This is an optimization exercise on Yosys and OpenROAD, whose aim is small area and a short achievable clock period, not a production implementation. Only simulation tests tie the RTL to the original design; equivalence was not proved. Power figures rest on the tool's default switching activity, not on a simulated workload.

==> design/flow/design.v <==
`default_nettype none
package sample_pkg;
   typedef logic signed [12-1:0] sample_t;
   typedef logic [(12 + 1)-1:0] power_t;
   typedef logic [10-1:0] index_t;
   typedef logic [16-1:0] count_t;
   typedef logic [$clog2(1024):0] frame_len_t;
endpackage
`default_nettype wire
`default_nettype none
package apb_regs_pkg;
   typedef logic [31:0] apb_data_t;
   typedef logic [1:0] ctrl_t;
   typedef enum logic [8-1:0] {
      ADDR_CTRL        = 8'h00,
      ADDR_FRAME_LEN   = 8'h04,
      ADDR_STATUS      = 8'h08,
      ADDR_PEAK_POWER  = 8'h0C,
      ADDR_PEAK_INDEX  = 8'h10,
      ADDR_FRAME_COUNT = 8'h14
   } reg_addr_e;
   localparam int CTRL_ENABLE_BIT = 0;
   localparam int CTRL_IRQ_EN_BIT = 1;
   localparam int STATUS_DONE_BIT = 0;
   localparam int STATUS_BUSY_BIT = 1;
endpackage
`default_nettype wire
`timescale 1ns/1ns
`default_nettype none
module iq_pwr_tree (
   input  wire [10:0] i_xi,
   input  wire        i_si,
   input  wire [10:0] i_xq,
   input  wire        i_sq,
   output wire [12:0] o_r0,
   output wire [12:0] o_r1
);
   wire hs1, hc2;
   assign hs1 = (i_si & i_xi[0]) ^ (i_xi[1] & ~i_xi[0]);
   assign hc2 = (i_si & i_xi[0]) & (i_xi[1] & ~i_xi[0]);
   wire hs3, hc4;
   assign hs3 = (i_sq & i_xq[0]) ^ (i_xq[1] & ~i_xq[0]);
   assign hc4 = (i_sq & i_xq[0]) & (i_xq[1] & ~i_xq[0]);
   wire fs5, fc6;
   assign fs5 = (i_xi[1] & i_xi[0]) ^ (i_si & i_xi[2]) ^ (i_xi[0] & i_xi[2]);
   assign fc6 = ((i_xi[1] & i_xi[0]) & (i_si & i_xi[2])) | ((i_xi[1] & i_xi[0]) & (i_xi[0] & i_xi[2])) | ((i_si & i_xi[2]) & (i_xi[0] & i_xi[2]));
   wire fs7, fc8;
   assign fs7 = (i_xq[1] & i_xq[0]) ^ (i_sq & i_xq[2]) ^ (i_xq[0] & i_xq[2]);
   assign fc8 = ((i_xq[1] & i_xq[0]) & (i_sq & i_xq[2])) | ((i_xq[1] & i_xq[0]) & (i_xq[0] & i_xq[2])) | ((i_sq & i_xq[2]) & (i_xq[0] & i_xq[2]));
   wire fs9, fc10;
   assign fs9 = (i_xi[2] & ~i_xi[1]) ^ (i_si & i_xi[3]) ^ (i_xi[0] & i_xi[3]);
   assign fc10 = ((i_xi[2] & ~i_xi[1]) & (i_si & i_xi[3])) | ((i_xi[2] & ~i_xi[1]) & (i_xi[0] & i_xi[3])) | ((i_si & i_xi[3]) & (i_xi[0] & i_xi[3]));
   wire fs11, fc12;
   assign fs11 = (i_xq[2] & ~i_xq[1]) ^ (i_sq & i_xq[3]) ^ (i_xq[0] & i_xq[3]);
   assign fc12 = ((i_xq[2] & ~i_xq[1]) & (i_sq & i_xq[3])) | ((i_xq[2] & ~i_xq[1]) & (i_xq[0] & i_xq[3])) | ((i_sq & i_xq[3]) & (i_xq[0] & i_xq[3]));
   wire fs13, fc14;
   assign fs13 = (i_xi[2] & i_xi[1]) ^ (i_si & i_xi[4]) ^ (i_xi[0] & i_xi[4]);
   assign fc14 = ((i_xi[2] & i_xi[1]) & (i_si & i_xi[4])) | ((i_xi[2] & i_xi[1]) & (i_xi[0] & i_xi[4])) | ((i_si & i_xi[4]) & (i_xi[0] & i_xi[4]));
   wire hs15, hc16;
   assign hs15 = (i_xi[1] & i_xi[3]) ^ fc10;
   assign hc16 = (i_xi[1] & i_xi[3]) & fc10;
   wire fs17, fc18;
   assign fs17 = (i_xq[2] & i_xq[1]) ^ (i_sq & i_xq[4]) ^ (i_xq[0] & i_xq[4]);
   assign fc18 = ((i_xq[2] & i_xq[1]) & (i_sq & i_xq[4])) | ((i_xq[2] & i_xq[1]) & (i_xq[0] & i_xq[4])) | ((i_sq & i_xq[4]) & (i_xq[0] & i_xq[4]));
   wire hs19, hc20;
   assign hs19 = (i_xq[1] & i_xq[3]) ^ fc12;
   assign hc20 = (i_xq[1] & i_xq[3]) & fc12;
   wire fs21, fc22;
   assign fs21 = (i_xi[3] & ~i_xi[2]) ^ (i_si & i_xi[5]) ^ (i_xi[0] & i_xi[5]);
   assign fc22 = ((i_xi[3] & ~i_xi[2]) & (i_si & i_xi[5])) | ((i_xi[3] & ~i_xi[2]) & (i_xi[0] & i_xi[5])) | ((i_si & i_xi[5]) & (i_xi[0] & i_xi[5]));
   wire fs23, fc24;
   assign fs23 = (i_xi[1] & i_xi[4]) ^ fc14 ^ fs21;
   assign fc24 = ((i_xi[1] & i_xi[4]) & fc14) | ((i_xi[1] & i_xi[4]) & fs21) | (fc14 & fs21);
   wire fs25, fc26;
   assign fs25 = (i_xq[3] & ~i_xq[2]) ^ (i_sq & i_xq[5]) ^ (i_xq[0] & i_xq[5]);
   assign fc26 = ((i_xq[3] & ~i_xq[2]) & (i_sq & i_xq[5])) | ((i_xq[3] & ~i_xq[2]) & (i_xq[0] & i_xq[5])) | ((i_sq & i_xq[5]) & (i_xq[0] & i_xq[5]));
   wire fs27, fc28;
   assign fs27 = (i_xq[1] & i_xq[4]) ^ fc18 ^ fs25;
   assign fc28 = ((i_xq[1] & i_xq[4]) & fc18) | ((i_xq[1] & i_xq[4]) & fs25) | (fc18 & fs25);
   wire fs29, fc30;
   assign fs29 = (i_xi[3] & i_xi[2]) ^ (i_si & i_xi[6]) ^ (i_xi[0] & i_xi[6]);
   assign fc30 = ((i_xi[3] & i_xi[2]) & (i_si & i_xi[6])) | ((i_xi[3] & i_xi[2]) & (i_xi[0] & i_xi[6])) | ((i_si & i_xi[6]) & (i_xi[0] & i_xi[6]));
   wire fs31, fc32;
   assign fs31 = (i_xi[1] & i_xi[5]) ^ (i_xi[2] & i_xi[4]) ^ fc22;
   assign fc32 = ((i_xi[1] & i_xi[5]) & (i_xi[2] & i_xi[4])) | ((i_xi[1] & i_xi[5]) & fc22) | ((i_xi[2] & i_xi[4]) & fc22);
   wire hs33, hc34;
   assign hs33 = fs29 ^ fc24;
   assign hc34 = fs29 & fc24;
   wire fs35, fc36;
   assign fs35 = (i_xq[3] & i_xq[2]) ^ (i_sq & i_xq[6]) ^ (i_xq[0] & i_xq[6]);
   assign fc36 = ((i_xq[3] & i_xq[2]) & (i_sq & i_xq[6])) | ((i_xq[3] & i_xq[2]) & (i_xq[0] & i_xq[6])) | ((i_sq & i_xq[6]) & (i_xq[0] & i_xq[6]));
   wire fs37, fc38;
   assign fs37 = (i_xq[1] & i_xq[5]) ^ (i_xq[2] & i_xq[4]) ^ fc26;
   assign fc38 = ((i_xq[1] & i_xq[5]) & (i_xq[2] & i_xq[4])) | ((i_xq[1] & i_xq[5]) & fc26) | ((i_xq[2] & i_xq[4]) & fc26);
   wire hs39, hc40;
   assign hs39 = fs35 ^ fc28;
   assign hc40 = fs35 & fc28;
   wire fs41, fc42;
   assign fs41 = (i_xi[4] & ~i_xi[3]) ^ (i_si & i_xi[7]) ^ (i_xi[0] & i_xi[7]);
   assign fc42 = ((i_xi[4] & ~i_xi[3]) & (i_si & i_xi[7])) | ((i_xi[4] & ~i_xi[3]) & (i_xi[0] & i_xi[7])) | ((i_si & i_xi[7]) & (i_xi[0] & i_xi[7]));
   wire fs43, fc44;
   assign fs43 = (i_xi[1] & i_xi[6]) ^ (i_xi[2] & i_xi[5]) ^ fc30;
   assign fc44 = ((i_xi[1] & i_xi[6]) & (i_xi[2] & i_xi[5])) | ((i_xi[1] & i_xi[6]) & fc30) | ((i_xi[2] & i_xi[5]) & fc30);
   wire fs45, fc46;
   assign fs45 = fs41 ^ fc32 ^ fs43;
   assign fc46 = (fs41 & fc32) | (fs41 & fs43) | (fc32 & fs43);
   wire fs47, fc48;
   assign fs47 = (i_xq[4] & ~i_xq[3]) ^ (i_sq & i_xq[7]) ^ (i_xq[0] & i_xq[7]);
   assign fc48 = ((i_xq[4] & ~i_xq[3]) & (i_sq & i_xq[7])) | ((i_xq[4] & ~i_xq[3]) & (i_xq[0] & i_xq[7])) | ((i_sq & i_xq[7]) & (i_xq[0] & i_xq[7]));
   wire fs49, fc50;
   assign fs49 = (i_xq[1] & i_xq[6]) ^ (i_xq[2] & i_xq[5]) ^ fc36;
   assign fc50 = ((i_xq[1] & i_xq[6]) & (i_xq[2] & i_xq[5])) | ((i_xq[1] & i_xq[6]) & fc36) | ((i_xq[2] & i_xq[5]) & fc36);
   wire fs51, fc52;
   assign fs51 = fs47 ^ fc38 ^ fs49;
   assign fc52 = (fs47 & fc38) | (fs47 & fs49) | (fc38 & fs49);
   wire fs53, fc54;
   assign fs53 = (i_xi[4] & i_xi[3]) ^ (i_si & i_xi[8]) ^ (i_xi[0] & i_xi[8]);
   assign fc54 = ((i_xi[4] & i_xi[3]) & (i_si & i_xi[8])) | ((i_xi[4] & i_xi[3]) & (i_xi[0] & i_xi[8])) | ((i_si & i_xi[8]) & (i_xi[0] & i_xi[8]));
   wire fs55, fc56;
   assign fs55 = (i_xi[1] & i_xi[7]) ^ (i_xi[2] & i_xi[6]) ^ (i_xi[3] & i_xi[5]);
   assign fc56 = ((i_xi[1] & i_xi[7]) & (i_xi[2] & i_xi[6])) | ((i_xi[1] & i_xi[7]) & (i_xi[3] & i_xi[5])) | ((i_xi[2] & i_xi[6]) & (i_xi[3] & i_xi[5]));
   wire fs57, fc58;
   assign fs57 = fc42 ^ fs53 ^ fs55;
   assign fc58 = (fc42 & fs53) | (fc42 & fs55) | (fs53 & fs55);
   wire hs59, hc60;
   assign hs59 = fc44 ^ fs57;
   assign hc60 = fc44 & fs57;
   wire fs61, fc62;
   assign fs61 = (i_xq[4] & i_xq[3]) ^ (i_sq & i_xq[8]) ^ (i_xq[0] & i_xq[8]);
   assign fc62 = ((i_xq[4] & i_xq[3]) & (i_sq & i_xq[8])) | ((i_xq[4] & i_xq[3]) & (i_xq[0] & i_xq[8])) | ((i_sq & i_xq[8]) & (i_xq[0] & i_xq[8]));
   wire fs63, fc64;
   assign fs63 = (i_xq[1] & i_xq[7]) ^ (i_xq[2] & i_xq[6]) ^ (i_xq[3] & i_xq[5]);
   assign fc64 = ((i_xq[1] & i_xq[7]) & (i_xq[2] & i_xq[6])) | ((i_xq[1] & i_xq[7]) & (i_xq[3] & i_xq[5])) | ((i_xq[2] & i_xq[6]) & (i_xq[3] & i_xq[5]));
   wire fs65, fc66;
   assign fs65 = fc48 ^ fs61 ^ fs63;
   assign fc66 = (fc48 & fs61) | (fc48 & fs63) | (fs61 & fs63);
   wire hs67, hc68;
   assign hs67 = fc50 ^ fs65;
   assign hc68 = fc50 & fs65;
   wire fs69, fc70;
   assign fs69 = (i_xi[5] & ~i_xi[4]) ^ (i_si & i_xi[9]) ^ (i_xi[0] & i_xi[9]);
   assign fc70 = ((i_xi[5] & ~i_xi[4]) & (i_si & i_xi[9])) | ((i_xi[5] & ~i_xi[4]) & (i_xi[0] & i_xi[9])) | ((i_si & i_xi[9]) & (i_xi[0] & i_xi[9]));
   wire fs71, fc72;
   assign fs71 = (i_xi[1] & i_xi[8]) ^ (i_xi[2] & i_xi[7]) ^ (i_xi[3] & i_xi[6]);
   assign fc72 = ((i_xi[1] & i_xi[8]) & (i_xi[2] & i_xi[7])) | ((i_xi[1] & i_xi[8]) & (i_xi[3] & i_xi[6])) | ((i_xi[2] & i_xi[7]) & (i_xi[3] & i_xi[6]));
   wire fs73, fc74;
   assign fs73 = fc54 ^ fc56 ^ fs69;
   assign fc74 = (fc54 & fc56) | (fc54 & fs69) | (fc56 & fs69);
   wire fs75, fc76;
   assign fs75 = fs71 ^ fc58 ^ fs73;
   assign fc76 = (fs71 & fc58) | (fs71 & fs73) | (fc58 & fs73);
   wire fs77, fc78;
   assign fs77 = (i_xq[5] & ~i_xq[4]) ^ (i_sq & i_xq[9]) ^ (i_xq[0] & i_xq[9]);
   assign fc78 = ((i_xq[5] & ~i_xq[4]) & (i_sq & i_xq[9])) | ((i_xq[5] & ~i_xq[4]) & (i_xq[0] & i_xq[9])) | ((i_sq & i_xq[9]) & (i_xq[0] & i_xq[9]));
   wire fs79, fc80;
   assign fs79 = (i_xq[1] & i_xq[8]) ^ (i_xq[2] & i_xq[7]) ^ (i_xq[3] & i_xq[6]);
   assign fc80 = ((i_xq[1] & i_xq[8]) & (i_xq[2] & i_xq[7])) | ((i_xq[1] & i_xq[8]) & (i_xq[3] & i_xq[6])) | ((i_xq[2] & i_xq[7]) & (i_xq[3] & i_xq[6]));
   wire fs81, fc82;
   assign fs81 = fc62 ^ fc64 ^ fs77;
   assign fc82 = (fc62 & fc64) | (fc62 & fs77) | (fc64 & fs77);
   wire fs83, fc84;
   assign fs83 = fs79 ^ fc66 ^ fs81;
   assign fc84 = (fs79 & fc66) | (fs79 & fs81) | (fc66 & fs81);
   wire [11:0] low_A;
   assign low_A = {1'b0, hc60, fc46, hc34, fs31, hc16, fs13, fc6, hc2, (i_si & i_xi[1]), 1'b0, (i_xi[0] ^ i_si)} + {1'b0, fs75, hs59, fs45, hs33, fs23, hs15, fs9, fs5, hs1, 1'b0, 1'b0};
   wire [11:0] low_B;
   assign low_B = {1'b0, hc68, fc52, hc40, fs37, hc20, fs17, fc8, hc4, (i_sq & i_xq[1]), 1'b0, (i_xq[0] ^ i_sq)} + {1'b0, fs83, hs67, fs51, hs39, fs27, hs19, fs11, fs7, hs3, 1'b0, 1'b0};
   wire fs85, fc86;
   assign fs85 = (i_xi[5] & i_xi[4]) ^ (i_si & i_xi[10]) ^ (i_xi[0] & i_xi[10]);
   assign fc86 = ((i_xi[5] & i_xi[4]) & (i_si & i_xi[10])) | ((i_xi[5] & i_xi[4]) & (i_xi[0] & i_xi[10])) | ((i_si & i_xi[10]) & (i_xi[0] & i_xi[10]));
   wire fs87, fc88;
   assign fs87 = (i_xi[1] & i_xi[9]) ^ (i_xi[2] & i_xi[8]) ^ (i_xi[3] & i_xi[7]);
   assign fc88 = ((i_xi[1] & i_xi[9]) & (i_xi[2] & i_xi[8])) | ((i_xi[1] & i_xi[9]) & (i_xi[3] & i_xi[7])) | ((i_xi[2] & i_xi[8]) & (i_xi[3] & i_xi[7]));
   wire fs89, fc90;
   assign fs89 = (i_xi[4] & i_xi[6]) ^ (i_xq[5] & i_xq[4]) ^ (i_sq & i_xq[10]);
   assign fc90 = ((i_xi[4] & i_xi[6]) & (i_xq[5] & i_xq[4])) | ((i_xi[4] & i_xi[6]) & (i_sq & i_xq[10])) | ((i_xq[5] & i_xq[4]) & (i_sq & i_xq[10]));
   wire fs91, fc92;
   assign fs91 = (i_xq[0] & i_xq[10]) ^ (i_xq[1] & i_xq[9]) ^ (i_xq[2] & i_xq[8]);
   assign fc92 = ((i_xq[0] & i_xq[10]) & (i_xq[1] & i_xq[9])) | ((i_xq[0] & i_xq[10]) & (i_xq[2] & i_xq[8])) | ((i_xq[1] & i_xq[9]) & (i_xq[2] & i_xq[8]));
   wire fs93, fc94;
   assign fs93 = (i_xq[3] & i_xq[7]) ^ (i_xq[4] & i_xq[6]) ^ fc70;
   assign fc94 = ((i_xq[3] & i_xq[7]) & (i_xq[4] & i_xq[6])) | ((i_xq[3] & i_xq[7]) & fc70) | ((i_xq[4] & i_xq[6]) & fc70);
   wire fs95, fc96;
   assign fs95 = fc72 ^ fc78 ^ fc80;
   assign fc96 = (fc72 & fc78) | (fc72 & fc80) | (fc78 & fc80);
   wire fs97, fc98;
   assign fs97 = fs85 ^ fs87 ^ fs89;
   assign fc98 = (fs85 & fs87) | (fs85 & fs89) | (fs87 & fs89);
   wire fs99, fc100;
   assign fs99 = fs91 ^ fc74 ^ fc82;
   assign fc100 = (fs91 & fc74) | (fs91 & fc82) | (fc74 & fc82);
   wire fs101, fc102;
   assign fs101 = fs93 ^ fs95 ^ fs97;
   assign fc102 = (fs93 & fs95) | (fs93 & fs97) | (fs95 & fs97);
   wire fs103, fc104;
   assign fs103 = fs99 ^ fc76 ^ fc84;
   assign fc104 = (fs99 & fc76) | (fs99 & fc84) | (fc76 & fc84);
   wire fs105, fc106;
   assign fs105 = fs101 ^ fs103 ^ low_A[11];
   assign fc106 = (fs101 & fs103) | (fs101 & low_A[11]) | (fs103 & low_A[11]);
   wire fs107, fc108;
   assign fs107 = (i_xi[6] & ~i_xi[5]) ^ (i_xi[1] & i_xi[10]) ^ (i_xi[2] & i_xi[9]);
   assign fc108 = ((i_xi[6] & ~i_xi[5]) & (i_xi[1] & i_xi[10])) | ((i_xi[6] & ~i_xi[5]) & (i_xi[2] & i_xi[9])) | ((i_xi[1] & i_xi[10]) & (i_xi[2] & i_xi[9]));
   wire fs109, fc110;
   assign fs109 = (i_xi[3] & i_xi[8]) ^ (i_xi[4] & i_xi[7]) ^ (i_xq[6] & ~i_xq[5]);
   assign fc110 = ((i_xi[3] & i_xi[8]) & (i_xi[4] & i_xi[7])) | ((i_xi[3] & i_xi[8]) & (i_xq[6] & ~i_xq[5])) | ((i_xi[4] & i_xi[7]) & (i_xq[6] & ~i_xq[5]));
   wire fs111, fc112;
   assign fs111 = (i_xq[1] & i_xq[10]) ^ (i_xq[2] & i_xq[9]) ^ (i_xq[3] & i_xq[8]);
   assign fc112 = ((i_xq[1] & i_xq[10]) & (i_xq[2] & i_xq[9])) | ((i_xq[1] & i_xq[10]) & (i_xq[3] & i_xq[8])) | ((i_xq[2] & i_xq[9]) & (i_xq[3] & i_xq[8]));
   wire fs113, fc114;
   assign fs113 = (i_xq[4] & i_xq[7]) ^ fc86 ^ fc88;
   assign fc114 = ((i_xq[4] & i_xq[7]) & fc86) | ((i_xq[4] & i_xq[7]) & fc88) | (fc86 & fc88);
   wire fs115, fc116;
   assign fs115 = fc90 ^ fc92 ^ fs107;
   assign fc116 = (fc90 & fc92) | (fc90 & fs107) | (fc92 & fs107);
   wire fs117, fc118;
   assign fs117 = fs109 ^ fs111 ^ fc94;
   assign fc118 = (fs109 & fs111) | (fs109 & fc94) | (fs111 & fc94);
   wire fs119, fc120;
   assign fs119 = fc96 ^ fc98 ^ fs113;
   assign fc120 = (fc96 & fc98) | (fc96 & fs113) | (fc98 & fs113);
   wire fs121, fc122;
   assign fs121 = fs115 ^ fc100 ^ fs117;
   assign fc122 = (fs115 & fc100) | (fs115 & fs117) | (fc100 & fs117);
   wire fs123, fc124;
   assign fs123 = fs119 ^ fc102 ^ fc104;
   assign fc124 = (fs119 & fc102) | (fs119 & fc104) | (fc102 & fc104);
   wire hs125, hc126;
   assign hs125 = fs121 ^ fs123;
   assign hc126 = fs121 & fs123;
   wire fs127, fc128;
   assign fs127 = (i_xi[6] & i_xi[5]) ^ (i_xi[2] & i_xi[10]) ^ (i_xi[3] & i_xi[9]);
   assign fc128 = ((i_xi[6] & i_xi[5]) & (i_xi[2] & i_xi[10])) | ((i_xi[6] & i_xi[5]) & (i_xi[3] & i_xi[9])) | ((i_xi[2] & i_xi[10]) & (i_xi[3] & i_xi[9]));
   wire fs129, fc130;
   assign fs129 = (i_xi[4] & i_xi[8]) ^ (i_xi[5] & i_xi[7]) ^ (i_xq[6] & i_xq[5]);
   assign fc130 = ((i_xi[4] & i_xi[8]) & (i_xi[5] & i_xi[7])) | ((i_xi[4] & i_xi[8]) & (i_xq[6] & i_xq[5])) | ((i_xi[5] & i_xi[7]) & (i_xq[6] & i_xq[5]));
   wire fs131, fc132;
   assign fs131 = (i_xq[2] & i_xq[10]) ^ (i_xq[3] & i_xq[9]) ^ (i_xq[4] & i_xq[8]);
   assign fc132 = ((i_xq[2] & i_xq[10]) & (i_xq[3] & i_xq[9])) | ((i_xq[2] & i_xq[10]) & (i_xq[4] & i_xq[8])) | ((i_xq[3] & i_xq[9]) & (i_xq[4] & i_xq[8]));
   wire fs133, fc134;
   assign fs133 = (i_xq[5] & i_xq[7]) ^ fc108 ^ fc110;
   assign fc134 = ((i_xq[5] & i_xq[7]) & fc108) | ((i_xq[5] & i_xq[7]) & fc110) | (fc108 & fc110);
   wire fs135, fc136;
   assign fs135 = fc112 ^ fs127 ^ fs129;
   assign fc136 = (fc112 & fs127) | (fc112 & fs129) | (fs127 & fs129);
   wire fs137, fc138;
   assign fs137 = fs131 ^ fc114 ^ fc116;
   assign fc138 = (fs131 & fc114) | (fs131 & fc116) | (fc114 & fc116);
   wire fs139, fc140;
   assign fs139 = fs133 ^ fs135 ^ fc118;
   assign fc140 = (fs133 & fs135) | (fs133 & fc118) | (fs135 & fc118);
   wire fs141, fc142;
   assign fs141 = fc120 ^ fs137 ^ fs139;
   assign fc142 = (fc120 & fs137) | (fc120 & fs139) | (fs137 & fs139);
   wire fs143, fc144;
   assign fs143 = fc122 ^ fc124 ^ fs141;
   assign fc144 = (fc122 & fc124) | (fc122 & fs141) | (fc124 & fs141);
   wire fs145, fc146;
   assign fs145 = (i_xi[7] & ~i_xi[6]) ^ (i_xi[3] & i_xi[10]) ^ (i_xi[4] & i_xi[9]);
   assign fc146 = ((i_xi[7] & ~i_xi[6]) & (i_xi[3] & i_xi[10])) | ((i_xi[7] & ~i_xi[6]) & (i_xi[4] & i_xi[9])) | ((i_xi[3] & i_xi[10]) & (i_xi[4] & i_xi[9]));
   wire fs147, fc148;
   assign fs147 = (i_xi[5] & i_xi[8]) ^ (i_xq[7] & ~i_xq[6]) ^ (i_xq[3] & i_xq[10]);
   assign fc148 = ((i_xi[5] & i_xi[8]) & (i_xq[7] & ~i_xq[6])) | ((i_xi[5] & i_xi[8]) & (i_xq[3] & i_xq[10])) | ((i_xq[7] & ~i_xq[6]) & (i_xq[3] & i_xq[10]));
   wire fs149, fc150;
   assign fs149 = (i_xq[4] & i_xq[9]) ^ (i_xq[5] & i_xq[8]) ^ fc128;
   assign fc150 = ((i_xq[4] & i_xq[9]) & (i_xq[5] & i_xq[8])) | ((i_xq[4] & i_xq[9]) & fc128) | ((i_xq[5] & i_xq[8]) & fc128);
   wire fs151, fc152;
   assign fs151 = fc130 ^ fc132 ^ fs145;
   assign fc152 = (fc130 & fc132) | (fc130 & fs145) | (fc132 & fs145);
   wire fs153, fc154;
   assign fs153 = fs147 ^ fc134 ^ fc136;
   assign fc154 = (fs147 & fc134) | (fs147 & fc136) | (fc134 & fc136);
   wire fs155, fc156;
   assign fs155 = fs149 ^ fs151 ^ fc138;
   assign fc156 = (fs149 & fs151) | (fs149 & fc138) | (fs151 & fc138);
   wire fs157, fc158;
   assign fs157 = fs153 ^ fc140 ^ fs155;
   assign fc158 = (fs153 & fc140) | (fs153 & fs155) | (fc140 & fs155);
   wire hs159, hc160;
   assign hs159 = fc142 ^ fs157;
   assign hc160 = fc142 & fs157;
   wire fs161, fc162;
   assign fs161 = (i_xi[7] & i_xi[6]) ^ (i_xi[4] & i_xi[10]) ^ (i_xi[5] & i_xi[9]);
   assign fc162 = ((i_xi[7] & i_xi[6]) & (i_xi[4] & i_xi[10])) | ((i_xi[7] & i_xi[6]) & (i_xi[5] & i_xi[9])) | ((i_xi[4] & i_xi[10]) & (i_xi[5] & i_xi[9]));
   wire fs163, fc164;
   assign fs163 = (i_xi[6] & i_xi[8]) ^ (i_xq[7] & i_xq[6]) ^ (i_xq[4] & i_xq[10]);
   assign fc164 = ((i_xi[6] & i_xi[8]) & (i_xq[7] & i_xq[6])) | ((i_xi[6] & i_xi[8]) & (i_xq[4] & i_xq[10])) | ((i_xq[7] & i_xq[6]) & (i_xq[4] & i_xq[10]));
   wire fs165, fc166;
   assign fs165 = (i_xq[5] & i_xq[9]) ^ (i_xq[6] & i_xq[8]) ^ fc146;
   assign fc166 = ((i_xq[5] & i_xq[9]) & (i_xq[6] & i_xq[8])) | ((i_xq[5] & i_xq[9]) & fc146) | ((i_xq[6] & i_xq[8]) & fc146);
   wire fs167, fc168;
   assign fs167 = fc148 ^ fs161 ^ fs163;
   assign fc168 = (fc148 & fs161) | (fc148 & fs163) | (fs161 & fs163);
   wire fs169, fc170;
   assign fs169 = fc150 ^ fc152 ^ fs165;
   assign fc170 = (fc150 & fc152) | (fc150 & fs165) | (fc152 & fs165);
   wire fs171, fc172;
   assign fs171 = fs167 ^ fc154 ^ fs169;
   assign fc172 = (fs167 & fc154) | (fs167 & fs169) | (fc154 & fs169);
   wire fs173, fc174;
   assign fs173 = fc156 ^ fs171 ^ fc158;
   assign fc174 = (fc156 & fs171) | (fc156 & fc158) | (fs171 & fc158);
   wire fs175, fc176;
   assign fs175 = (i_xi[8] & ~i_xi[7]) ^ (i_xi[5] & i_xi[10]) ^ (i_xi[6] & i_xi[9]);
   assign fc176 = ((i_xi[8] & ~i_xi[7]) & (i_xi[5] & i_xi[10])) | ((i_xi[8] & ~i_xi[7]) & (i_xi[6] & i_xi[9])) | ((i_xi[5] & i_xi[10]) & (i_xi[6] & i_xi[9]));
   wire fs177, fc178;
   assign fs177 = (i_xq[8] & ~i_xq[7]) ^ (i_xq[5] & i_xq[10]) ^ (i_xq[6] & i_xq[9]);
   assign fc178 = ((i_xq[8] & ~i_xq[7]) & (i_xq[5] & i_xq[10])) | ((i_xq[8] & ~i_xq[7]) & (i_xq[6] & i_xq[9])) | ((i_xq[5] & i_xq[10]) & (i_xq[6] & i_xq[9]));
   wire fs179, fc180;
   assign fs179 = fc162 ^ fc164 ^ fs175;
   assign fc180 = (fc162 & fc164) | (fc162 & fs175) | (fc164 & fs175);
   wire fs181, fc182;
   assign fs181 = fs177 ^ fc166 ^ fc168;
   assign fc182 = (fs177 & fc166) | (fs177 & fc168) | (fc166 & fc168);
   wire fs183, fc184;
   assign fs183 = fs179 ^ fc170 ^ fs181;
   assign fc184 = (fs179 & fc170) | (fs179 & fs181) | (fc170 & fs181);
   wire hs185, hc186;
   assign hs185 = fc172 ^ fs183;
   assign hc186 = fc172 & fs183;
   wire fs187, fc188;
   assign fs187 = (i_xi[8] & i_xi[7]) ^ (i_xi[6] & i_xi[10]) ^ (i_xi[7] & i_xi[9]);
   assign fc188 = ((i_xi[8] & i_xi[7]) & (i_xi[6] & i_xi[10])) | ((i_xi[8] & i_xi[7]) & (i_xi[7] & i_xi[9])) | ((i_xi[6] & i_xi[10]) & (i_xi[7] & i_xi[9]));
   wire fs189, fc190;
   assign fs189 = (i_xq[8] & i_xq[7]) ^ (i_xq[6] & i_xq[10]) ^ (i_xq[7] & i_xq[9]);
   assign fc190 = ((i_xq[8] & i_xq[7]) & (i_xq[6] & i_xq[10])) | ((i_xq[8] & i_xq[7]) & (i_xq[7] & i_xq[9])) | ((i_xq[6] & i_xq[10]) & (i_xq[7] & i_xq[9]));
   wire fs191, fc192;
   assign fs191 = fc176 ^ fc178 ^ fs187;
   assign fc192 = (fc176 & fc178) | (fc176 & fs187) | (fc178 & fs187);
   wire fs193, fc194;
   assign fs193 = fs189 ^ fc180 ^ fs191;
   assign fc194 = (fs189 & fc180) | (fs189 & fs191) | (fc180 & fs191);
   wire fs195, fc196;
   assign fs195 = fc182 ^ fs193 ^ fc184;
   assign fc196 = (fc182 & fs193) | (fc182 & fc184) | (fs193 & fc184);
   wire fs197, fc198;
   assign fs197 = (i_xi[9] & ~i_xi[8]) ^ (i_xi[7] & i_xi[10]) ^ (i_xq[9] & ~i_xq[8]);
   assign fc198 = ((i_xi[9] & ~i_xi[8]) & (i_xi[7] & i_xi[10])) | ((i_xi[9] & ~i_xi[8]) & (i_xq[9] & ~i_xq[8])) | ((i_xi[7] & i_xi[10]) & (i_xq[9] & ~i_xq[8]));
   wire fs199, fc200;
   assign fs199 = (i_xq[7] & i_xq[10]) ^ fc188 ^ fc190;
   assign fc200 = ((i_xq[7] & i_xq[10]) & fc188) | ((i_xq[7] & i_xq[10]) & fc190) | (fc188 & fc190);
   wire fs201, fc202;
   assign fs201 = fs197 ^ fc192 ^ fs199;
   assign fc202 = (fs197 & fc192) | (fs197 & fs199) | (fc192 & fs199);
   wire hs203, hc204;
   assign hs203 = fs201 ^ fc194;
   assign hc204 = fs201 & fc194;
   wire fs205, fc206;
   assign fs205 = (i_xi[9] & i_xi[8]) ^ (i_xi[8] & i_xi[10]) ^ (i_xq[9] & i_xq[8]);
   assign fc206 = ((i_xi[9] & i_xi[8]) & (i_xi[8] & i_xi[10])) | ((i_xi[9] & i_xi[8]) & (i_xq[9] & i_xq[8])) | ((i_xi[8] & i_xi[10]) & (i_xq[9] & i_xq[8]));
   wire fs207, fc208;
   assign fs207 = (i_xq[8] & i_xq[10]) ^ fc198 ^ fs205;
   assign fc208 = ((i_xq[8] & i_xq[10]) & fc198) | ((i_xq[8] & i_xq[10]) & fs205) | (fc198 & fs205);
   wire fs209, fc210;
   assign fs209 = fc200 ^ fs207 ^ fc202;
   assign fc210 = (fc200 & fs207) | (fc200 & fc202) | (fs207 & fc202);
   wire fs211, fc212;
   assign fs211 = (i_xi[10] & ~i_xi[9]) ^ (i_xq[10] & ~i_xq[9]) ^ fc206;
   assign fc212 = ((i_xi[10] & ~i_xi[9]) & (i_xq[10] & ~i_xq[9])) | ((i_xi[10] & ~i_xi[9]) & fc206) | ((i_xq[10] & ~i_xq[9]) & fc206);
   wire hs213, hc214;
   assign hs213 = fc208 ^ fs211;
   assign hc214 = fc208 & fs211;
   wire fs215, fc216;
   assign fs215 = (i_xi[10] & i_xi[9]) ^ (i_xq[10] & i_xq[9]) ^ fc212;
   assign fc216 = ((i_xi[10] & i_xi[9]) & (i_xq[10] & i_xq[9])) | ((i_xi[10] & i_xi[9]) & fc212) | ((i_xq[10] & i_xq[9]) & fc212);
   assign o_r0 = {1'b0, fc216, hc214, fc210, hc204, fc196, hc186, fc174, hc160, fc144, hc126, fc106, low_B[11]};
   assign o_r1 = {1'b0, 1'b0, fs215, hs213, fs209, hs203, fs195, hs185, fs173, hs159, fs143, hs125, fs105};
endmodule
module iq_power (
   input  wire                 clk,
   input  wire                 i_rst_n,
   input  wire                 i_valid,
   output logic                o_ready,
   input  wire sample_pkg::sample_t i_i,
   input  wire sample_pkg::sample_t i_q,
   output logic                o_pwr_valid,
   input  wire                 i_pwr_ready,
   output logic [10:0]         o_xi,
   output logic                o_si,
   output logic [10:0]         o_xq,
   output logic                o_sq
);
   logic take;
   assign o_ready = i_pwr_ready | ~o_pwr_valid;
   assign take    = i_valid & o_ready;
   always_ff @(posedge clk) begin
      if (!i_rst_n) begin
         o_pwr_valid <= 1'b0;
      end else if (take) begin
         o_pwr_valid <= 1'b1;
      end else if (i_pwr_ready) begin
         o_pwr_valid <= 1'b0;
      end
   end
   always_ff @(posedge clk) begin
      if (o_ready) begin
         o_xi <= i_i[10:0] ^ {11{i_i[11]}};
         o_si <= i_i[11];
         o_xq <= i_q[10:0] ^ {11{i_q[11]}};
         o_sq <= i_q[11];
      end
   end
endmodule
`default_nettype wire
`timescale 1ns/1ns
`default_nettype none
module frame_arg_max (
   input  wire                     clk,
   input  wire                     i_rst_n,
   input  wire                     i_enable,
   input  wire sample_pkg::frame_len_t i_frame_len,
   input  wire                     i_pwr_valid,
   output logic                    o_pwr_ready,
   input  wire [10:0]              i_xi,
   input  wire                     i_si,
   input  wire [10:0]              i_xq,
   input  wire                     i_sq,
   output logic                    o_res_valid,
   output sample_pkg::power_t      o_peak_power,
   output sample_pkg::index_t      o_peak_index,
   input  wire                     i_res_busy,
   output logic                    o_busy
);
   logic                   hold_q;
   logic                   hold_d;
   logic                   infr_q;      
   logic                   infr_d;
   logic                   res_d;
   sample_pkg::index_t     cnt_q;
   sample_pkg::index_t     cnt_inc;
   sample_pkg::index_t     len_q;
   sample_pkg::index_t     cur_len;
   logic                   first;
   logic                   take;
   logic                   last;
   logic                   lag_v_q;
   logic                   lag_first_q;
   sample_pkg::index_t     lag_idx_q;
   logic [12:0]            r0, r1;
   logic [12:0]            lag_r0_q, lag_r1_q;
   sample_pkg::power_t     lag_pwr;
   logic [12:0]            s1, c1, nm;
   logic [13:0]            s2, c2, gt_sum;
   logic                   gt;
   sample_pkg::power_t     max_q;
   sample_pkg::index_t     idx_q;
   sample_pkg::power_t     max_d;
   sample_pkg::index_t     idx_d;
   logic                   upd;
   assign o_pwr_ready = i_enable & ~hold_q;
   assign take        = i_pwr_valid & o_pwr_ready;
   assign first   = ~infr_q;
   assign cnt_inc = cnt_q + 1'b1;
   assign cur_len = first ? i_frame_len[10-1:0] : len_q;
   assign last    = (cnt_inc == cur_len);
   always_comb begin
      hold_d = hold_q;
      infr_d = infr_q;
      res_d  = 1'b0;
      if (hold_q) begin
         if (!i_res_busy) begin
            hold_d = 1'b0;
            res_d  = 1'b1;
         end
      end else if (take) begin
         infr_d = ~last;
         if (last) begin
            if (i_res_busy || o_res_valid) begin
               hold_d = 1'b1;
            end else begin
               res_d  = 1'b1;
            end
         end
      end
   end
   always_ff @(posedge clk) begin
      if (!i_rst_n) begin
         hold_q      <= 1'b0;
         infr_q      <= 1'b0;
         o_busy      <= 1'b0;
         cnt_q       <= '0;
         o_res_valid <= 1'b0;
         lag_v_q     <= 1'b0;
      end else begin
         hold_q      <= hold_d;
         infr_q      <= infr_d;
         o_busy      <= hold_d | infr_d;
         o_res_valid <= res_d;
         lag_v_q     <= take;
         if (take) begin
            cnt_q <= last ? '0 : cnt_inc;
         end
      end
   end
   always_ff @(posedge clk) begin
      if (take && first) begin
         len_q <= i_frame_len[10-1:0];
      end
   end
   iq_pwr_tree tree0 (
      .i_xi (i_xi),
      .i_si (i_si),
      .i_xq (i_xq),
      .i_sq (i_sq),
      .o_r0 (r0),
      .o_r1 (r1)
   );
   always_ff @(posedge clk) begin
      lag_r0_q    <= r0;
      lag_r1_q    <= r1;
      lag_idx_q   <= cnt_q;
      lag_first_q <= first;
   end
   assign s1 = lag_r0_q;
   assign c1 = lag_r1_q;
   assign lag_pwr = s1 + c1;
   assign nm = ~max_q;
   assign s2 = {1'b0, s1 ^ c1 ^ nm};
   assign c2 = {(s1 & c1) | (s1 & nm) | (c1 & nm), 1'b0};
   assign gt_sum = s2 + c2;
   assign gt     = gt_sum[13];
   assign upd   = lag_v_q & (lag_first_q | gt);
   assign max_d = upd ? lag_pwr : max_q;
   assign idx_d = upd ? lag_idx_q : idx_q;
   always_ff @(posedge clk) begin
      max_q <= max_d;
      idx_q <= idx_d;
   end
   assign o_peak_power = max_d;
   assign o_peak_index = idx_d;
endmodule
`default_nettype wire
`timescale 1ns/1ns
`default_nettype none
module peak_apb_regs (
   input  wire                      clk,
   input  wire                      i_rst_n,
   input  wire                      i_psel,
   input  wire                      i_penable,
   input  wire                      i_pwrite,
   input  wire logic [8-1:0]  i_paddr,
   input  wire apb_regs_pkg::apb_data_t i_pwdata,
   output apb_regs_pkg::apb_data_t  o_prdata,
   output logic                     o_pready,
   output logic                     o_pslverr,
   output logic                     o_enable,
   output sample_pkg::frame_len_t   o_frame_len,
   input  wire                      i_res_valid,
   input  wire sample_pkg::power_t  i_peak_power,
   input  wire sample_pkg::index_t  i_peak_index,
   input  wire                      i_busy,
   output logic                     o_res_busy,
   output logic                     o_irq
);
   apb_regs_pkg::ctrl_t      ctrl_q;
   sample_pkg::frame_len_t frame_len_q;
   logic       done_q;
   logic       irq_q;
   sample_pkg::power_t     peak_power_q;
   sample_pkg::index_t     peak_index_q;
   sample_pkg::count_t     frame_count_q;
   logic       access;
   logic [5:0] sel_d;
   logic [5:0] sel_q;
   logic       unmapped_q;
   logic       write_q;
   logic       clamp_q;
   logic       wr;
   apb_regs_pkg::apb_data_t  rdata;
   localparam int FL_W = $clog2(1024) + 1;
   assign sel_d[0] = (i_paddr == 8'h00);
   assign sel_d[1] = (i_paddr == 8'h04);
   assign sel_d[2] = (i_paddr == 8'h08);
   assign sel_d[3] = (i_paddr == 8'h0C);
   assign sel_d[4] = (i_paddr == 8'h10);
   assign sel_d[5] = (i_paddr == 8'h14);
   always_ff @(posedge clk) begin
      sel_q      <= sel_d;
      unmapped_q <= ~|sel_d;
      write_q    <= i_pwrite;
      clamp_q    <= (i_pwdata == '0) || (i_pwdata > 1024);
   end
   assign access = i_psel & i_penable;
   assign wr     = access & write_q;
   always_comb begin
      rdata = '0;
      rdata[1:0]   = rdata[1:0]   | ({2{sel_q[0]}} & ctrl_q);
      rdata[10:0]  = rdata[10:0]  | ({11{sel_q[1]}} & frame_len_q);
      rdata[1:0]   = rdata[1:0]   | ({2{sel_q[2]}} & {i_busy, done_q});
      rdata[12:0]  = rdata[12:0]  | ({13{sel_q[3]}} & peak_power_q);
      rdata[9:0]   = rdata[9:0]   | ({10{sel_q[4]}} & peak_index_q);
      rdata[15:0]  = rdata[15:0]  | ({16{sel_q[5]}} & frame_count_q);
   end
   assign o_prdata  = rdata;
   assign o_pready  = 1'b1;
   assign o_pslverr = unmapped_q;
   always_ff @(posedge clk) begin
      if (!i_rst_n) begin
         ctrl_q        <= '0;
         frame_len_q   <= 1024;
         done_q        <= 1'b0;
         irq_q         <= 1'b0;
         frame_count_q <= '0;
      end else begin
         irq_q <= done_q & ctrl_q[apb_regs_pkg::CTRL_IRQ_EN_BIT];
         if (wr && sel_q[0]) begin
            ctrl_q <= i_pwdata[1:0];
         end
         if (wr && sel_q[1]) begin
            frame_len_q <= clamp_q ? FL_W'(1024) : i_pwdata[FL_W-1:0];
         end
         if (i_res_valid) begin
            done_q        <= 1'b1;
            frame_count_q <= frame_count_q + 1'b1;
         end else if (wr && sel_q[2] && i_pwdata[apb_regs_pkg::STATUS_DONE_BIT]) begin
            done_q <= 1'b0;
         end
      end
   end
   always_ff @(posedge clk) begin
      if (i_res_valid) begin
         peak_power_q <= i_peak_power;
         peak_index_q <= i_peak_index;
      end
   end
   assign o_enable    = ctrl_q[apb_regs_pkg::CTRL_ENABLE_BIT];
   assign o_frame_len = frame_len_q;
   assign o_res_busy  = done_q;
   assign o_irq       = irq_q;
endmodule
`default_nettype wire
`timescale 1ns/1ns
`default_nettype none
module peak_search_top (
   input  wire                      clk,
   input  wire                      i_rst_n,
   input  wire                      i_s_valid,
   output wire                      o_s_ready,
   input  wire sample_pkg::sample_t i_s_i,
   input  wire sample_pkg::sample_t i_s_q,
   input  wire                      i_psel,
   input  wire                      i_penable,
   input  wire                      i_pwrite,
   input  wire logic [8-1:0]  i_paddr,
   input  wire apb_regs_pkg::apb_data_t i_pwdata,
   output wire apb_regs_pkg::apb_data_t o_prdata,
   output wire                      o_pready,
   output wire                      o_pslverr,
   output wire                      o_irq
);
   logic       enable;
   sample_pkg::frame_len_t frame_len;
   logic       res_valid;
   sample_pkg::power_t     peak_power;
   sample_pkg::index_t     peak_index;
   logic       res_busy;
   logic       busy;
   logic       pwr_valid;
   logic       pwr_ready;
   logic [10:0] pwr_xi;
   logic        pwr_si;
   logic [10:0] pwr_xq;
   logic        pwr_sq;
   iq_power power0 (
      .clk     (clk),
      .i_rst_n (i_rst_n),
      .i_valid (i_s_valid),
      .o_ready (o_s_ready),
      .i_i     (i_s_i),
      .i_q     (i_s_q),
      .o_pwr_valid (pwr_valid),
      .i_pwr_ready (pwr_ready),
      .o_xi    (pwr_xi),
      .o_si    (pwr_si),
      .o_xq    (pwr_xq),
      .o_sq    (pwr_sq)
   );
   frame_arg_max search0 (
      .clk           (clk),
      .i_rst_n       (i_rst_n),
      .i_enable      (enable),
      .i_frame_len   (frame_len),
      .i_pwr_valid   (pwr_valid),
      .o_pwr_ready   (pwr_ready),
      .i_xi          (pwr_xi),
      .i_si          (pwr_si),
      .i_xq          (pwr_xq),
      .i_sq          (pwr_sq),
      .o_res_valid   (res_valid),
      .o_peak_power  (peak_power),
      .o_peak_index  (peak_index),
      .i_res_busy    (res_busy),
      .o_busy        (busy)
   );
   peak_apb_regs regs0 (
      .clk           (clk),
      .i_rst_n       (i_rst_n),
      .i_psel        (i_psel),
      .i_penable     (i_penable),
      .i_pwrite      (i_pwrite),
      .i_paddr       (i_paddr),
      .i_pwdata      (i_pwdata),
      .o_prdata      (o_prdata),
      .o_pready      (o_pready),
      .o_pslverr     (o_pslverr),
      .o_enable      (enable),
      .o_frame_len   (frame_len),
      .i_res_valid   (res_valid),
      .i_peak_power  (peak_power),
      .i_peak_index  (peak_index),
      .i_busy        (busy),
      .o_res_busy    (res_busy),
      .o_irq         (o_irq)
   );
endmodule
`default_nettype wire
==> design/flow/flow/run.sh <==
#!/bin/bash
# Own layout flow: the standard synthesis; its combinational logic re-mapped
# by ABC for delay (resyn.sh: flip-flops and their names untouched); the
# re-mapped netlist is used only if ABC proves it equivalent to the standard
# one (flip-flops cut into inputs and outputs, a combinational miter); then
# the standard layout with plain buffers (buf_1) on the ports.
set -euo pipefail
R=orfs/results/sky130hd/peak_search_top/base
LIB=$FLOW_HOME/platforms/sky130hd/lib/sky130_fd_sc_hd__tt_025C_1v80.lib
bash standard.sh synth > standard_synth.log 2>&1
cp $R/1_2_yosys.v synth_netlist.v
echo "standard netlist kept" > resyn_used.log
if RESYN_D=${RESYN_D:-1800} bash flow/resyn.sh synth_netlist.v resyn_netlist.v $LIB \
   && python3 flow/cutff.py synth_netlist.v eq_gold.v > cutff.log 2>&1 \
   && python3 flow/cutff.py resyn_netlist.v eq_gate.v >> cutff.log 2>&1; then
  cat > miter.ys <<EOS
read_liberty -ignore_miss_func $LIB
read_verilog eq_gold.v
rename $FLOW_TOP gold
read_verilog eq_gate.v
rename $FLOW_TOP gate
flatten
miter -equiv -flatten gold gate m
hierarchy -top m
opt_clean
techmap
opt -fast
aigmap
write_aiger -zinit miter.aig
EOS
  if yosys -s miter.ys > miter.log 2>&1 \
     && yosys-abc -c "read miter.aig; strash; print_stats; iprove" > cec.log 2>&1 \
     && grep -q "^UNSATISFIABLE" cec.log; then
    echo "re-mapped netlist proven equivalent, used" > resyn_used.log
    cp resyn_netlist.v $R/1_2_yosys.v
    touch $R/1_2_yosys.v
    rm -f $R/1_synth.odb $R/1_synth.sdc
  fi
fi
bash standard.sh BUFFER_PORTS_ARGS="-buffer_cell sky130_fd_sc_hd__buf_1" finish > standard_flow.log 2>&1
==> design/flow/flow/cutff.py <==
#!/usr/bin/env python3
# Turns a gate netlist combinational: each flip-flop's Q becomes an input and
# its D (and DE) an output, named after the instance. Usage: cutff.py in.v out.v
import re, sys
text = open(sys.argv[1]).read()
m = re.search(r"^(.*?)module (\w+)\((.*?)\);\n(.*?)\nendmodule", text, re.S)
pre, name, portlist, body = m.groups()
newports, decls = [], []
def repl(cm):
    t, inst, pins = cm.group(1), cm.group(2), cm.group(3)
    if not re.search(r"__(dfxtp|edfxtp|dfrtp|dfstp|dfxbp|dfrbp|dfsbp|dfbbp|dfbbn|dfrtn|edfxbp)_", t):
        return cm.group(0)
    pd = dict((p, n.strip()) for p, n in re.findall(r"\.(\w+)\(([^()]*)\)", pins))
    key = re.sub(r"[^A-Za-z0-9_]", "_", inst)
    out = []
    for p, n in pd.items():
        if p in ("CLK", "CLK_N"):
            continue
        nn = n + " " if n.startswith("\\") else n
        if p in ("Q", "Q_N"):
            port = f"ffq_{p}_{key}"
            newports.append(port); decls.append(f"  input {port};")
            out.append(f"  assign {nn} = {port};")
        else:
            port = f"ffd_{p}_{key}"
            newports.append(port); decls.append(f"  output {port};")
            out.append(f"  assign {port} = {nn};")
    return "\n".join(out) + "\n"
body = re.sub(r"\s*(sky130_fd_sc_hd__\w+)\s+(\S+)\s*\((.*?)\);\n", repl, body + "\n", flags=re.S)
open(sys.argv[2], "w").write(pre + f"module {name}({portlist}, {', '.join(newports)});\n" + "\n".join(decls) + "\n" + body + "\nendmodule\n")
==> design/flow/flow/resyn.sh <==
#!/bin/bash
# resyn.sh IN.v OUT.v LIB : re-maps the combinational logic of a gate netlist
# with ABC (delay-driven mapping, then gate sizing); the flip-flops and tie
# cells stay as they are, with their instance names.
set -euo pipefail
IN=$1; OUT=$2; LIB=$3; D=${RESYN_D:-1500}
DU="-dont_use *probe* -dont_use *lpflow* -dont_use *clkdly* -dont_use *dlygate* -dont_use *dlymetal* -dont_use *ebuf* -dont_use *einv* -dont_use *dlclkp* -dont_use *conb*"
cat > resyn.ys <<EOS
read_liberty -ignore_miss_func $LIB
read_verilog $IN
hierarchy -top $FLOW_TOP
blackbox sky130_fd_sc_hd__dfxtp_1 sky130_fd_sc_hd__edfxtp_1 sky130_fd_sc_hd__conb_1
flatten
opt_clean -purge
abc -liberty $LIB $DU -script "+strash; dch -f; map -D $D; topo; upsize -D $D; dnsize -D $D; stime"
opt_clean -purge
splitnets
opt_clean -purge
insbuf -buf sky130_fd_sc_hd__buf_1 A X
stat -liberty $LIB
write_verilog -noattr -noexpr -nohex -nodec $OUT
EOS
yosys -s resyn.ys > resyn.log 2>&1
==> design/flow/standard.sh <==
#!/bin/bash
# synth_recipe.tcl (not shown) runs the flow's synth.tcl, then flattens the netlist and writes it again
# the make line also repeats each setting of config.mk as NAME=value (left out here)
make -C /OpenROAD-flow-scripts/flow DESIGN_CONFIG=/design/flow/config.mk WORK_HOME=/design/flow/orfs CLKGATE_MAP_FILE= SYNTH_SCRIPT=/design/flow/synth_recipe.tcl "${@:-finish}"
==> design/flow/config.mk <==
export PLATFORM = sky130hd
export DESIGN_NAME = peak_search_top
export DESIGN_NICKNAME = peak_search_top
export VERILOG_FILES = /design/flow/design.v
export SDC_FILE = /design/flow/constraint.sdc
export NUM_CORES = 4
export LEC_CHECK = 0
export CAP_MARGIN = 20
export CORE_MARGIN = 2
export CORE_UTILIZATION = 70
export CTS_BUF_LIST = sky130_fd_sc_hd__clkbuf_4 sky130_fd_sc_hd__clkbuf_8
export CTS_CLUSTER_SIZE = 30
export SETUP_SLACK_MARGIN = 4.5
export SLEW_MARGIN = 20
==> design/flow/constraint.sdc <==
create_clock -name core_clock -period 7.5 [get_ports {clk}]
set_input_delay 1.5000 -clock core_clock [delete_from_list [all_inputs] [get_ports {clk}]]
set_output_delay 1.5000 -clock core_clock [all_outputs]
set_load 0.01 [all_outputs]
==> flow_summary.json, run 1 <==
{
  "root_buffer": "clkbuf_8",
  "dp_hpwl_um": 19850,
  "path_max_fanout": 12,
  "drtIter0Drc": 836,
  "antenna_found_initial": 0,
  "drt-total-wl_um": 28120,
  "drc": 0,
  "fin_area_sq_um": 12030,
  "fillCellCount": 1023,
  "hold_viol": 0,
  "fmax_mhz": 334.9,
  "p_leak_nw": 4.923,
  "clkTransAtPathRegs_ns": 0.10,
  "finClkSkew_ns": 0.01805,
  "finalSetupTns_ns": 0,
  "dp_slack_ns": 3.458,
  "final_cells": 1823,
  "wl_per_cell_um": 15.42,
  "holdWs_ns": 0.3946,
  "cts_hold_buf": 0,
  "startpoint_type": "flop",
  "firstDrtPassIters": 7,
  "drive_gt1_frac": 0.1025,
  "yosys_warnings": 3,
  "areaGrowthSynthToFinish_pct": 14.72,
  "dp_cells": 1745,
  "postRouteAntennaNets": 0,
  "dieArea_sq_um": 15970,
  "period_share": 0.3981,
  "rsz0062_at_grt": "true",
  "endpoint_kind": "output port",
  "final_core_util": 0.8244,
  "numCtsBuffers": 17,
  "clock_sinks": 170,
  "tightest_slew_ns": 0.9174,
  "worst_ep_arrival_time_ns": 1.49,
  "status": "no timing/DRC/antenna violations",
  "placed_cell_area_sq_um": 11070,
  "period_needed_ns": 2.986,
  "syn_area_sq_um": 10480,
  "ir_drop_v": 0.0001554,
  "cts_tree": "built",
  "finalSetupViolCount": 0,
  "power_density_nw_per_um2": 262.0,
  "overflow": 0,
  "portBuffers": 88,
  "vias_per_cell": 5.818,
  "slew_viol_final": 0,
  "initial_utilization": 0.7186,
  "place_congestion": 0.9932,
  "insertedDiodeCount": 0,
  "die_w_um": 126.4,
  "maxCapViolations": 0,
  "relSlewSlack": 0.3862,
  "insertion_delay_ns": 0.48,
  "grt_max_degree": 36,
  "avgSynthCellArea_sq_um": 7.132,
  "core_area_sq_um": 14590,
  "hold_path_class": "flop to flop",
  "grt_util_all_layers": 0.3388,
  "grt_pass1_vias": 9529,
  "finalWorstSetupSlack_ns": 4.514,
  "cts_buffer_depth": 2,
  "num_vias": 10610,
  "cp.required_ns": 6.00,
  "power_mw": 3.150,
  "grt_pass1_wl_um": 43740,
  "nets": 1696,
  "crit_type": "flop to output port",
  "die_h_um": 126.4,
  "synthCells": 1470,
  "cts_max_level": 4,
  "pin_count": 106,
  "num_rows": 44
}
placed cells by master, fill, tap and decap left out, types with 6 or more instances in the layout:
master,count
a21o_1,7
nor3_1,20
inv_2,21
nor4_1,8
a21boi_1,7
o211ai_1,11
dfxtp_2,6
conb_1,19
nand3_1,46
dfxtp_1,106
nor2_1,169
or2_2,7
o32ai_1,6
clkinvlp_4,7
a21oi_1,50
edfxtp_1,57
buf_4,43
a22oi_1,38
clkbuf_8,17
o21ai_0,68
xor2_1,95
nand4_1,22
xnor2_1,40
clkinv_1,139
o22ai_1,20
nand2_1,407
nor2_2,15
buf_1,86
metal layers:
layer	part of all wire	vias up	track usage
li1	-	5149	-
met3	0.070	144	0.06622
met5	0	-	0
met4	0.056	0	0.1752
met2	0.50	497	0.6046
met1	0.38	4817	0.3836
critical path: stages (launching register included):
cell      delay, ns
dfxtp_4        0.45
clkinv_1       0.17
o21ai_2        0.20
buf_1          0.19
cell type report:
class,instances,area [sq um],area share
Timing Repair Buffer,135,754.5,0.06273
Clock buffer,17,234.0,0.01945
Sequential cell,170,3985,0.3314
Multi-Input combinational cell,1132,5992,0.4982
Inverter,170,669.4,0.05566
Tap cell,184,230.2,0.01914
Clock inverter,15,161.4,0.01342
state kept, by name, indices dropped and copies added (netlist names), 2 cells and up:
register	count
search0.cnt_q	10
power0.o_xq	11
search0.len_q	10
regs0.peak_power_q	13
regs0.sel_q	6
power0.o_xi	11
search0.lag_r0_q	12
regs0.frame_count_q	16
regs0.frame_len_q	11
regs0.peak_index_q	10
search0.idx_q	10
regs0.ctrl_q	2
search0.max_q	13
search0.lag_idx_q	10
search0.lag_r1_q	11
power by group:
part	total, mW	internal (mW)	switching [mW]
combinational	1.40	0.549	0.847
clock	0.650	0.275	0.376
sequential	1.10	1.04	0.0635
total	3.15	1.86	1.29
final timing paths:
check | from | cells after the start | slack (ns) | endpoint
worst min register to register | search0.cnt_q[2]$_SDFFE_PN0P_ | 0 | 0.39 | search0.lag_idx_q[2]$_DFF_P_
worst min-delay path | search0.cnt_q[2]$_SDFFE_PN0P_ | 0 | 0.39 | search0.lag_idx_q[2]$_DFF_P_
worst max-delay path | regs0.sel_q[5]$_DFF_P_ | 3 | 4.51 | o_prdata[11]
worst max register to register | search0.lag_r0_q[0]$_DFF_P_ | 15 | 4.65 | regs0.peak_power_q[11]$_DFFE_PP_
repair_timing:
item | 4_1_cts | 5_1_grt
endpoints found under the setup margin | 40 | 37
resized for setup | 23 | 38
buffers inserted | 8 | 36
gates cloned | 1 | 1
pin swaps | 2 | 5
==> run 2: changes to the inputs <==
--- a/design/flow/config.mk
+++ b/design/flow/config.mk
@@ -7,8 +7,8 @@
 export LEC_CHECK = 0
 export CAP_MARGIN = 20
 export CORE_MARGIN = 2
-export CORE_UTILIZATION = 70
+export CORE_UTILIZATION = 60
 export CTS_BUF_LIST = sky130_fd_sc_hd__clkbuf_4 sky130_fd_sc_hd__clkbuf_8
 export CTS_CLUSTER_SIZE = 30
-export SETUP_SLACK_MARGIN = 4.5
+export SETUP_SLACK_MARGIN = 4.65
 export SLEW_MARGIN = 20
==> run 2 against run 1 <==
Compared with the run above: die area rose by 16%; final area is 3.8% higher; sequential power hardly changed; critical endpoint is now o_prdata[7]; largest cell class unchanged; largest power group unchanged.
==> flow_summary.json, run 2 <==
{
  "status": "no timing/DRC/antenna violations",
  "hold_path_class": "flop to flop",
  "slew_viol_final": 0,
  "p_switching_mw": 1.312,
  "synthCells": 1470,
  "nets": 1714,
  "power_density_nw_per_um2": 254.8,
  "p_int_mw": 1.868,
  "drive_gt1_frac": 0.1430,
  "largest_reg_flops": 16,
  "finalSetupTns_ns": 0,
  "wl_per_cell_um": 15.07,
  "finClkSkew_ns": 0.01898,
  "finalSetupViolCount": 0,
  "ir_drop_v": 0.0001385,
  "grt_pass1_vias": 9426,
  "p_sw_frac": 0.4126,
  "fmax_mhz": 341.0,
  "cts_tree": "built",
  "holdWs_ns": 0.3869,
  "avgSynthCellArea_sq_um": 7.132,
  "grt_max_degree": 36,
  "pwr-share-clk": 0.200,
  "reg_top3": "regs0.frame_count_q (16), regs0.peak_power_q (13), search0.max_q (13)",
  "maxCapViolations": 0,
  "regMostFlops": "regs0.frame_count_q",
  "num_vias": 10410,
  "period_share": 0.3910,
  "pwr-share-seq": 0.346,
  "vias_per_cell": 5.533,
  "clock_sinks": 170,
  "drt-total-wl_um": 28370,
  "numCtsBuffers": 17,
  "dieArea_sq_um": 18550,
  "cts_buffer_depth": 2,
  "cp.required_ns": 6.00,
  "insertedDiodeCount": 0,
  "initial_utilization": 0.6104,
  "p_leak_nw": 5.102,
  "p_comb_frac": 0.454,
  "portBuffers": 88,
  "clkTransAtPathRegs_ns": 0.10,
  "grt_util_all_layers": 0.3065,
  "grt_pass1_wl_um": 44290,
  "firstDrtPassIters": 9,
  "drtIter0Drc": 637,
  "root_buffer": "clkbuf_8",
  "final_common_cell": "nand2_1",
  "areaGrowthSynthToFinish_pct": 19.02,
  "endpoint_kind": "output port",
  "hold_viol": 0,
  "dp_hpwl_um": 20110,
  "crit_type": "flop to output port",
  "postRouteAntennaNets": 0,
  "worst_ep_arrival_time_ns": 1.43,
  "place_congestion": 0.9605,
  "die_h_um": 136.2,
  "cts_hold_buf": 0,
  "fillCellCount": 1392,
  "yosys_warnings": 3,
  "rsz0062_at_grt": "true",
  "cts_max_level": 4,
  "syn_area_sq_um": 10480,
  "period_needed_ns": 2.932,
  "startpoint_type": "flop",
  "tightest_slew_ns": 0.9036,
  "antenna_found_initial": 0,
  "overflow": 0,
  "mostFrequentLayoutCells": "nand2_1, nor2_1, clkinv_1",
  "pin_count": 106,
  "path_max_fanout": 6,
  "insertion_delay_ns": 0.48,
  "core_area_sq_um": 17180,
  "relSlewSlack": 0.3954,
  "num_rows": 48,
  "drc": 0,
  "die_w_um": 136.2
}
## run 2: cell types whose count changed in the layout (fill, tap and decap cells not counted), sizes merged
cell,before,now
bufinv,1,0
clkinvlp,7,3
clkinv,145,146
inv,32,36
clkdlybuf4s15,1,0
clkdlybuf4s18,0,1
buf,132,147
clkbuf,18,21
## run 2: final timing paths
kind / cells after the start / slack (ns) / endpoint / startpoint
hold reg to reg: 0 / 0.39 / search0.lag_idx_q[1]$_DFF_P_ / search0.cnt_q[1]$_SDFFE_PN0P_
setup / recovery: 4 / 4.57 / o_prdata[7] / regs0.sel_q[5]$_DFF_P_
hold / removal: 0 / 0.39 / search0.lag_idx_q[1]$_DFF_P_ / search0.cnt_q[1]$_SDFFE_PN0P_
setup reg to reg: 12 / 4.67 / search0.lag_r1_q[2]$_DFF_P_ / power0.o_xi[6]$_DFFE_PN_
## run 2: per-layer routing
metal / vias up / GRT usage / share of wire
met5: - / 0 / 0
met4: 0 / 0.1447 / 0.049
met3: 103 / 0.05257 / 0.065
met2: 430 / 0.5592 / 0.50
met1: 4692 / 0.3458 / 0.38
li1: 5188 / - / -
## run 2: worst max-delay path: stages, from the launching register on
cell and delay [ns]:
dfxtp_4 0.38, buf_8 0.15, a22oi_2 0.23, nand2_1 0.08, clkbuf_2 0.13
## run 2: power groups by stage
stage	logic, mW	registers, mW	clock network [mW]
6_report	1.44	1.10	0.637
4_1_cts	1.35	1.10	0.642
3_3_place_gp	1.28	1.13	0
3_5_place_dp	1.30	1.13	0
2_1_floorplan	1.07	1.11	0
5_1_grt	1.63	1.11	0.679
## run 2: layout make-up
| type | instances | area [sq um] | area share |
|---|---|---|---|
| Timing Repair Buffer | 153 | 903.4 | 0.07240 |
| Sequential cell | 170 | 4003 | 0.3208 |
| Tap cell | 225 | 281.5 | 0.02256 |
| Clock inverter | 15 | 152.6 | 0.01223 |
| Inverter | 170 | 679.4 | 0.05445 |
| Multi-Input combinational cell | 1132 | 6225 | 0.4988 |
| Clock buffer | 17 | 234.0 | 0.01875 |
## run 2: timing repair
item,in CTS,in global routing
setup endpoints to repair,69,81
setup buffers,19,44
gates resized for setup,50,92
pin swaps,7,19
cloned,1,1
## run 2: stage by stage
stage	util	setup WS, ns	instances	instance area, sq um	power [mW]
5_1_grt	0.7265	4.514	1882	12480	3.412
3_3_place_gp	0.6469	3.389	1785	11110	2.409
3_5_place_dp	0.6469	3.337	1785	11110	2.438
6_report	0.7265	4.568	1882	12480	3.180
2_1_floorplan	-	4.808	1487	10550	2.181
4_1_cts	0.6887	4.546	1837	11830	3.092
==> run 3: changes to the inputs <==
--- a/design/flow/config.mk
+++ b/design/flow/config.mk
@@ -10,5 +10,5 @@
 export CORE_UTILIZATION = 60
 export CTS_BUF_LIST = sky130_fd_sc_hd__clkbuf_4 sky130_fd_sc_hd__clkbuf_8
 export CTS_CLUSTER_SIZE = 30
-export SETUP_SLACK_MARGIN = 4.65
+export SETUP_SLACK_MARGIN = 4.35
 export SLEW_MARGIN = 20
==> run 3 against run 2 <==
Compared with the run above: utilization decreased by 4.6 points; synthesized cell count unchanged; still clean; largest cell class unchanged; critical path depth decreased by 1; fmax decreased by 3.8%; final area decreased by 6.3%; die area unchanged; sequential share of layout area increased by 2.0 points.
==> flow_summary.json, run 3 <==
{
  "status": "no timing/DRC/antenna violations",
  "drc": 0,
  "dp_hpwl_um": 20480,
  "die_w_um": 136.2,
  "power_density_nw_per_um2": 272.8,
  "core_area_sq_um": 17180,
  "fmax_mhz": 328.0,
  "grt_max_degree": 36,
  "drtIter0Drc": 687,
  "cts_tree": "built",
  "nets": 1661,
  "yosys_warnings": 3,
  "finalSetupViolCount": 0,
  "grt_util_all_layers": 0.2920,
  "clkTransAtPathRegs_ns": 0.10,
  "path_max_fanout": 10,
  "drt-total-wl_um": 26520,
  "fin_area_sq_um": 11690,
  "placed_cell_area_sq_um": 11130,
  "grt_pass1_vias": 9132,
  "slowest_stage": "dfxtp_1",
  "antenna_found_initial": 0,
  "insertion_delay_ns": 0.48,
  "insertedDiodeCount": 0,
  "holdWs_ns": 0.3732,
  "initial_utilization": 0.6104,
  "regMostFlops": "regs0.frame_count_q",
  "synthCells": 1470,
  "endpoint_kind": "output port",
  "cts_buffer_depth": 2,
  "startpoint": "regs0.sel_q[4]$_DFF_P_",
  "num_vias": 10040,
  "finClkSkew_ns": 0.01782,
  "crit_type": "flop to output port",
  "grt_pass1_wl_um": 42550,
  "dp_cells": 1788,
  "avgSynthCellArea_sq_um": 7.132,
  "root_buffer": "clkbuf_8",
  "vias_per_cell": 5.488,
  "final_cells": 1829,
  "path_cells": "a22oi_1 > nand3_1 > buf_1",
  "startpoint_type": "flop",
  "die_h_um": 136.2,
  "period_needed_ns": 3.049,
  "period_share": 0.4065,
  "syn_area_sq_um": 10480,
  "largest_reg_flops": 16,
  "slew_viol_final": 0,
  "cp.required_ns": 6.00,
  "p_leak_nw": 4.728,
  "pin_count": 106,
  "tightest_slew_ns": 0.8710,
  "num_rows": 48,
  "areaGrowthSynthToFinish_pct": 11.49,
  "hold_viol": 0,
  "reg2reg_from": "power0.o_xq[6]$_DFFE_PN_",
  "finalSetupTns_ns": 0,
  "ff2ff_path_depth": 12,
  "drive_gt1_frac": 0.06359,
  "cts_hold_buf": 0,
  "min_path_cells": 0,
  "cts_max_level": 4,
  "hold_path_class": "flop to flop",
  "maxCapViolations": 0,
  "clock_sinks": 170,
  "place_congestion": 0.9646,
  "firstDrtPassIters": 7,
  "final_core_util": 0.6805,
  "relSlewSlack": 0.4172,
  "slowest_delay_ns": 0.62,
  "ir_drop_v": 0.0001472,
  "wl_per_cell_um": 14.50,
  "mostFrequentLayoutCells": "nand2_1, nor2_1, clkinv_1",
  "portBuffers": 88,
  "worstHoldStart": "search0.cnt_q[4]$_SDFFE_PN0P_",
  "final_common_cell": "nand2_1",
  "numCtsBuffers": 17,
  "postRouteAntennaNets": 0,
  "dieArea_sq_um": 18550,
  "rsz0062_at_grt": "true",
  "overflow": 0,
  "worst_ep_arrival_time_ns": 1.55,
  "reg_top3": "regs0.frame_count_q (16), regs0.peak_power_q (13), search0.max_q (13)"
}
## run 3: where the power goes
group	switching (mW)	internal (mW)	total, mW
clock	0.382	0.353	0.735
sequential	0.0702	1.04	1.11
combinational	0.823	0.520	1.34
total	1.28	1.91	3.19
## run 3: final timing paths
| kind | slack (ns) | end |
|---|---|---|
| max reg2reg | 4.49 | search0.lag_r1_q[2]$_DFF_P_ |
| max | 4.45 | o_prdata[0] |
| min reg2reg | 0.37 | search0.lag_idx_q[4]$_DFF_P_ |
| min | 0.37 | search0.lag_idx_q[4]$_DFF_P_ |
## run 3: stage by stage
stage / setup WS, ns / power (mW)
detailed placement: 4.395 / 2.446
global route: 4.309 / 3.417
global placement: 4.418 / 2.419
floorplan: 4.643 / 2.181
CTS: 4.352 / 3.178
finish: 4.451 / 3.189
## run 3: worst max-delay path, delay by kind of cell (launching register included)
kind	cells	cell delay, ns
AO/OA/AOI/OAI	1	0.20
buffers and inverters	1	0.15
AND/OR/NAND/NOR	1	0.11
flip-flops	1	0.62
## run 3: timing repair
item	in CTS	in global routing
endpoints found under the setup margin	10	22
buffers inserted	0	9
pin swaps	0	1
resized for setup	4	13
## run 3: layout make-up
| cell class | count | area (sq um) |
|---|---|---|
| repair buffers | 101 | 440.4 |
| inverters | 170 | 648.1 |
| flip-flops and latches | 170 | 3981 |
| clock inverters | 14 | 203.9 |
| fillers | 1552 | 5488 |
| clock buffers | 18 | 247.7 |
| well taps | 225 | 281.5 |
| multi-input cells | 1131 | 5886 |
## run 3: layer usage
| layer | vias to the layer above | track usage | wire length [um] |
|---|---|---|---|
| met5 | - | 0 | 0 |
| met4 | 0 | 0.1291 | 1152 |
| met3 | 81 | 0.05295 | 1363 |
| met2 | 339 | 0.5360 | 13350 |
| met1 | 4533 | 0.3283 | 10650 |
| li1 | 5084 | - | - |

-- port drivers added, routing unchanged --
Ports are ideal in the flow. The routed layouts listed here were re-timed in OpenROAD.
Step 1 sets driving cells, clkbuf_16 on the clock port and buf_2 on the other inputs (assumed; they add their load-dependent delay and slew).
Step 2 moves the port delays by t, midway between the first and last clock arrival at a register: inputs arrive t later, outputs are due t later. That takes back most of the time a late clock gives input paths.
Slacks: no drivers / after step 1 / after step 2; pairs: no drivers / after step 1.
run	t, ns	setup WS [ns]	pins driven straight from the clock port
run 1	0.509	4.514 / 4.474 / 4.232	1
run 2	0.510	4.568 / 4.528 / 4.269	1
run 3	0.505	4.451 / 4.412 / 4.372	1
After both steps every run listed still meets setup and hold. For run 2, which loses most, drivers alone change the setup slack by -0.040 ns; drivers and shift together by -0.299 ns.
